Background: an optimization exercise with open tools, aiming at a short achievable clock period. Do not read the settings as production practice. The RTL was checked by simulation tests, not by an equivalence proof against the original design. The clock input has no modelled driver; a real chip could not lean on it and would need a root buffer or a full tree. Power figures rest on the tool's default switching activity, not on a simulated workload.

Setup of blue:
Design radar_pulse_controller, start of the top module:
module radar_pulse_controller (
  input  logic                               aclk,
  input  logic                               aresetn,
  input  logic                               chirp_ready,
  input  logic                               chirp_active,
  input  logic                               chirp_done,
  input  logic [radar_pkg::word_w-1:0]       chirp_time_int,
  input  logic [radar_pkg::word_w-1:0]       chirp_time_frac,
  input  logic [radar_pkg::word_w-1:0]       adc_sample_time,
  input  logic [radar_pkg::param_bus_w-1:0]  chirp_parameters_in,
  output logic [radar_pkg::param_bus_w-1:0]  chirp_parameters_out,
  output logic                               chirp_init,
  output logic                               chirp_enable,
  output logic                               adc_enable
);
  logic rst_d;
  logic ok_q;
  always_ff @(posedge aclk) begin
    rst_d <= !aresetn;
    ok_q  <= aresetn && !rst_d;
  end
  logic [3:0] lr_prf;
  logic [1:0] lr_col;
  logic [5:0] lr;
  for (genvar i = 0; i < 6; i++) begin : g_lr
    logic [2:0] age;
    always_ff @(posedge aclk) begin
      if (!aresetn) begin
        age      <= 3'd0;
        lr[i]    <= 1'b1;
      end else begin
        if (age != 3'd4) begin
          age <= age + 1'b1;
        end
        lr[i] <= (age <= 3'd2);
      end
    end
  end
  assign lr_prf = lr[3:0];
  assign lr_col = lr[5:4];
  logic [radar_pkg::word_w-1:0] ch_counter_max;
  logic [radar_pkg::word_w-1:0] ch_tuning_coef;
  logic [radar_pkg::word_w-1:0] ch_freq_offset;
  logic [radar_pkg::word_w-1:0] ch_ctrl_word;
  logic [radar_pkg::word_w-1:0] prf_int;
  logic [radar_pkg::word_w-1:0] prf_frac;
  logic [radar_pkg::word_w-1:0] adc_count;
  logic [radar_pkg::word_w-1:0] prf_int_first;
  logic [radar_pkg::word_w-1:0] prf_frac_first;
  logic [radar_pkg::word_w-1:0] adc_count_first;
  param_sync #(.reset_value(radar_pkg::chirp_count_max_init)) counter_max_sync_i (
    .aclk(aclk), .aresetn(aresetn), .ok_q(ok_q),
  ...
export LEC_CHECK = 0
export ABC_CLOCK_PERIOD_IN_PS = 1300
export CAP_MARGIN = 20
export CORE_MARGIN = 2
export CORE_UTILIZATION = 60
export SETUP_SLACK_MARGIN = 2.0
export SLEW_MARGIN = 20
create_clock -name core_clock -period 2.9 [get_ports {aclk}]
standard.sh (not shown) runs the stock make flow with config.mk's settings and CLKGATE_MAP_FILE= SYNTH_SCRIPT=/design/flow/synth_recipe.tcl, a recipe that flattens the netlist after the stock synthesis.
==> flow/flow/run.sh <==
#!/bin/bash
# Standard layout, with the clock tree of flow/cts_tree.tcl in place of TritonCTS.
# The standard flow's output goes to standard_flow.log; ORFS keeps each step's
# log under orfs/logs.
set -euo pipefail
export PRE_CTS_TCL=$PWD/flow/cts_tree.tcl
export CT_CLOCK_PORT=aclk
export CT_ROOTS=${CT_ROOTS:-4}
export CT_LEAF_SIZE=${CT_LEAF_SIZE:-30}
export CT_ROOT_BUF=${CT_ROOT_BUF:-sky130_fd_sc_hd__inv_16}
export CT_LEAF_BUF=${CT_LEAF_BUF:-sky130_fd_sc_hd__inv_16}
bash standard.sh finish > standard_flow.log 2>&1
==> flow/flow/cts_tree.tcl <==
# Clock tree built here in place of TritonCTS: the clock port drives a few root
# drivers, each root drives the leaf drivers of its part of the die, and each
# leaf driver drives a compact group of registers. Every register sees the same
# two levels (with inverters, the two inversions cancel). The groups come from recursive splitting of the register
# positions along the longer side, so they are balanced in size.

proc ct_split {pts na nb} {
  # pts: list of {iterm x y}; returns two parts in the ratio na:nb, split along
  # the longer side of their bounding box
  set xs {}; set ys {}
  foreach p $pts { lappend xs [lindex $p 1]; lappend ys [lindex $p 2] }
  set xs [lsort -integer $xs]; set ys [lsort -integer $ys]
  set dx [expr {[lindex $xs end] - [lindex $xs 0]}]
  set dy [expr {[lindex $ys end] - [lindex $ys 0]}]
  set idx [expr {$dx >= $dy ? 1 : 2}]
  set s [lsort -integer -index $idx $pts]
  set h [expr {([llength $s] * $na + ($na + $nb) / 2) / ($na + $nb)}]
  return [list [lrange $s 0 [expr {$h - 1}]] [lrange $s $h end]]
}

proc ct_groups {pts n} {
  # split pts into n groups of nearly equal size
  if {$n <= 1} { return [list $pts] }
  set na [expr {$n / 2}]
  set nb [expr {$n - $na}]
  lassign [ct_split $pts $na $nb] a b
  return [concat [ct_groups $a $na] [ct_groups $b $nb]]
}

proc ct_centroid {pts} {
  set sx 0; set sy 0
  foreach p $pts { set sx [expr {$sx + [lindex $p 1]}]; set sy [expr {$sy + [lindex $p 2]}] }
  set n [llength $pts]
  return [list [expr {$sx / $n}] [expr {$sy / $n}]]
}

proc ct_buffer {block master name x y in_net out_net} {
  set b [odb::dbInst_create $block $master $name]
  set w [[$b getMaster] getWidth]
  set h [[$b getMaster] getHeight]
  $b setLocation [expr {$x - $w / 2}] [expr {$y - $h / 2}]
  $b setPlacementStatus PLACED
  [$b findITerm A] connect $in_net
  foreach it [$b getITerms] {
    if {[$it getIoType] eq "OUTPUT"} { $it connect $out_net }
  }
  return $b
}

proc ct_build {args} {
  set block [ord::get_db_block]
  set db [ord::get_db]
  set rmaster [$db findMaster $::env(CT_ROOT_BUF)]
  set lmaster [$db findMaster $::env(CT_LEAF_BUF)]
  set clk_name [get_name [get_ports $::env(CT_CLOCK_PORT)]]
  set clk [$block findNet $clk_name]
  $clk setSigType CLOCK
  set pts {}
  foreach it [$clk getITerms] {
    set inst [$it getInst]
    set bb [$inst getBBox]
    set x [expr {([$bb xMin] + [$bb xMax]) / 2}]
    set y [expr {([$bb yMin] + [$bb yMax]) / 2}]
    lappend pts [list $it $x $y]
  }
  set nsink [llength $pts]
  set nroot $::env(CT_ROOTS)
  set per $::env(CT_LEAF_SIZE)
  # leaves per root, so that no leaf drives more than per registers
  set lpr [expr {($nsink + $nroot * $per - 1) / ($nroot * $per)}]
  set nleaf [expr {$lpr * $nroot}]
  puts "ct: $nsink sinks, $nroot roots, $nleaf leaves"
  set roots [ct_groups $pts $nroot]
  set r 0
  set l 0
  foreach rg $roots {
    set rnet [odb::dbNet_create $block "ct_root_${r}_net"]
    $rnet setSigType CLOCK
    set leaves [ct_groups $rg $lpr]
    set lcs {}
    foreach lg $leaves {
      set lnet [odb::dbNet_create $block "ct_leaf_${l}_net"]
      $lnet setSigType CLOCK
      foreach p $lg {
        set it [lindex $p 0]
        $it disconnect
        $it connect $lnet
      }
      lassign [ct_centroid $lg] cx cy
      ct_buffer $block $lmaster "ct_leaf_${l}" $cx $cy $rnet $lnet
      lappend lcs [list {} $cx $cy]
      incr l
    }
    lassign [ct_centroid $lcs] cx cy
    ct_buffer $block $rmaster "ct_root_${r}" $cx $cy $clk $rnet
    incr r
  }
  puts "ct: built $r roots and $l leaves"
}

rename clock_tree_synthesis ct_orig_clock_tree_synthesis
proc clock_tree_synthesis {args} { ct_build }
blue reached the final stage; the timing, DRC and antenna checks on its layout passed.
For orange, these inputs were changed with respect to blue:
--- a/flow/flow/run.sh
+++ b/flow/flow/run.sh
@@ -8,3 +8,3 @@
 export CT_ROOTS=${CT_ROOTS:-4}
-export CT_LEAF_SIZE=${CT_LEAF_SIZE:-30}
+export CT_LEAF_SIZE=${CT_LEAF_SIZE:-36}
 export CT_ROOT_BUF=${CT_ROOT_BUF:-sky130_fd_sc_hd__inv_16}
==> summary.txt <==
Summary of the comparison: worst vdd rail ir drop is lower in orange, relative to blue.
[compare] base=blue new=orange: wire length on met1 shows an increase of about 0.8%, total buffers and inverters traversed by the critical path increased by 1 relative to the old numbers, total power down about 0.9%.
or4b_1 as the critical path's slowest cell was reported by blue, and dfxtp_2 by orange.
In every run of this note, the design's own scripts or RTL, not TritonCTS, make the clock network.

## afterwards: timing with drivers on the ports
The results above use ideal ports. As a check the final layouts listed here were re-extracted and re-timed, cells and wires unchanged. Step 1: set_driving_cell puts a clkbuf_16 on aclk and a buf_2 on each other input, an assumption about the parent block. Step 2 adds t to the input delays and takes it off the output delays; t is the mean of the earliest and latest rising clock arrival at the registers after step 1. Input paths then give back, and output paths get back, about the clock's delay inside the block. Slacks: no drivers / after step 1 / after step 2; pairs: no drivers / after step 1.
run	t, ns	setup WS [ns]	clock arrival spread, ns	worst register clock-pin slew, ns
blue	0.502	1.594 / 1.349 / 1.216	0.024 / 0.026	0.10 / 0.11
orange	0.490	1.611 / 1.370 / 1.211	0.022 / 0.022	0.11 / 0.11
After both steps setup and hold are still met in every run listed. For orange, which loses most, drivers alone change the setup slack by -0.241 ns; drivers and shift together by -0.400 ns.
